Source: an optimization exercise on an open RTL-to-GDS flow (aim: small area). Production flows keep margins and buffers that such runs may drop. In this exercise RTL edits were held to simulation tests only and were not proved equivalent to the original.

==> flow/design.v (excerpt) <==
module uart_alu_top #(
  parameter int PRESCALE   = 33,
  parameter int DATA_WIDTH = 8
) (
  input  logic clk,
  input  logic rst,
  input  logic rxd,
  output logic txd
);
Size: about 4 I/O pins, about 0.0034 sq mm of cells after synthesis.
export LEC_CHECK = 0
export CAP_MARGIN = 20
export CORE_MARGIN = 2
export CORE_UTILIZATION = 70
export SLEW_MARGIN = 20
create_clock -name core_clock -period 10.0 [get_ports {clk}]
standard.sh (not shown) runs the stock make flow with config.mk's settings and CLKGATE_MAP_FILE= SYNTH_SCRIPT=/design/flow/synth_recipe.tcl, a recipe that flattens the netlist after the stock synthesis.
==> flow/flow/run.sh <==
#!/bin/bash
set -uo pipefail
WD=$(pwd)
RES=$WD/orfs/results/${FLOW_PLATFORM}/uart_alu_top/base
LIB=$FLOW_HOME/platforms/${FLOW_PLATFORM}/lib/sky130_fd_sc_hd__tt_025C_1v80.lib
YOSYS=$(command -v yosys || echo "$FLOW_HOME/../tools/install/yosys/bin/yosys")

# 1. standard synthesis only
bash standard.sh "$RES/1_2_yosys.v" > standard_synth.log 2>&1 || exit 1
cp "$RES/1_2_yosys.v" synth_standard.v

# 2. area re-map of the combinational logic, 24 seeds, four at a time
nregs() { grep -cE '^ *sky130_fd_sc_hd__(e|s|se)?df' "$1"; }
for round in "1 2 3 4" "5 6 7 8" "9 10 11 12" "13 14 15 16" "17 18 19 20" "21 22 23 24"; do
  for s in $round; do
    sed -e "s#@SEED@#$s#g" flow/area.abc > area_$s.abc
    sed -e "s#@LIB@#$LIB#g" -e "s#@IN@#$WD/synth_standard.v#g" -e "s#@OUT@#$WD/synth_remap_$s.v#g" \
        -e "s#@ABC@#$WD/area_$s.abc#g" -e "s#@TOP@#$FLOW_TOP#g" flow/remap.ys > remap_$s.ys
    "$YOSYS" -l remap_$s.log -s remap_$s.ys > /dev/null 2>&1 &
  done
  wait
done
best=""; best_area=""
for s in $(seq 1 24); do
  area=$(grep -oP "Chip area for module .*: \K[0-9.]+" remap_$s.log | tail -1)
  [[ -s synth_remap_$s.v && -n "$area" ]] || continue
  [[ $(nregs synth_remap_$s.v) -eq $(nregs synth_standard.v) ]] || continue
  if [[ -z "$best" ]] || awk "BEGIN{exit !($area < $best_area)}"; then best=$s; best_area=$area; fi
done
echo "seed ${best:-none} area ${best_area:-none}" > remap_choice.txt
if [[ -n "$best" ]]; then
  cp synth_remap_$best.v "$RES/1_2_yosys.v"
  touch "$RES/1_2_yosys.v"
fi

# 3. the rest of the standard flow, with a lighter clock tree and small port buffers
export BUFFER_PORTS_ARGS="-inputs -outputs -buffer_cell sky130_fd_sc_hd__buf_1"
export CTS_ARGS="-sink_clustering_enable -repair_clock_nets -buf_list sky130_fd_sc_hd__clkbuf_4 -dont_use_dummy_load"
bash standard.sh > standard.log 2>&1
==> flow/flow/area.abc <==
strash
&get -n
&st
&deepsyn -T 30 -S @SEED@
&nf -a -R 3000
&put
==> flow/flow/remap.ys <==
# Re-map the combinational cells of the standard synthesis netlist for area.
# Sequential cells are black boxes, so registers pass through untouched.
read_liberty -ignore_miss_func @LIB@
blackbox =*__df* =*__edf* =*__sdf* =*__sedf* =*__dl* =*__sdl* =*lpflow*
read_verilog @IN@
hierarchy -top @TOP@
flatten
opt_clean -purge
abc -liberty @LIB@ -script @ABC@ -dont_use sky130_fd_sc_hd__probe_p_8 -dont_use sky130_fd_sc_hd__probec_p_8 -dont_use *lpflow*
opt_clean -purge
hierarchy -top @TOP@
delete =sky130_fd_sc_hd__*
rename -hide w:*.*
opt_clean -purge
stat -liberty @LIB@
write_verilog -noattr -nohex -nodec @OUT@
The baseline finished with timing, DRC and antenna clean.
Edit:
--- a/flow/flow/run.sh
+++ b/flow/flow/run.sh
@@ -10,7 +10,7 @@
 cp "$RES/1_2_yosys.v" synth_standard.v
 
-# 2. area re-map of the combinational logic, 24 seeds, four at a time
+# 2. area re-map of the combinational logic, twelve seeds, four at a time
 nregs() { grep -cE '^ *sky130_fd_sc_hd__(e|s|se)?df' "$1"; }
-for round in "1 2 3 4" "5 6 7 8" "9 10 11 12" "13 14 15 16" "17 18 19 20" "21 22 23 24"; do
+for round in "1 2 3 4" "5 6 7 8" "9 10 11 12"; do
   for s in $round; do
     sed -e "s#@SEED@#$s#g" flow/area.abc > area_$s.abc
@@ -22,5 +22,5 @@
 done
 best=""; best_area=""
-for s in $(seq 1 24); do
+for s in 1 2 3 4 5 6 7 8 9 10 11 12; do
   area=$(grep -oP "Chip area for module .*: \K[0-9.]+" remap_$s.log | tail -1)
   [[ -s synth_remap_$s.v && -n "$area" ]] || continue
Effect:
- The changed run ran to the end with no violations
- via count does not change
- routed wire length is unchanged
- cell area stays the same
- global-route usage is unchanged
- first-iteration DRC count is unchanged
- setup slack stays the same
- count of clock-buffer cells in the layout stays the same
- hold slack does not change
- die area does not change
- core utilization stays the same
- final cell count is unchanged

[port drivers added, routing unchanged]
Ports are ideal in the flow. The routed layouts listed here were re-timed in OpenROAD.
Step 1, drivers: a clkbuf_16 drives clk and a buf_2 each remaining input, both assumed.
Step 2 moves the port delays by t, midway between the first and last clock arrival at a register: inputs arrive t later, outputs are due t later. That takes back most of the time a late clock gives input paths.
Three values: no drivers, after step 1, after step 2; two values: the first two.
| run | t, ns | setup WS [ns] | latest minus earliest clock arrival (ns) | worst data-port slew with drivers (ns) | pins driven straight from the clock port |
|---|---|---|---|---|---|
| the first run | 0.500 | 7.040 / 7.012 / 6.862 | 0.036 / 0.036 | 0.03 | 1 |
| the second run | 0.500 | 7.040 / 7.012 / 6.862 | 0.036 / 0.036 | 0.03 | 1 |
After both steps every run listed still meets setup and hold.
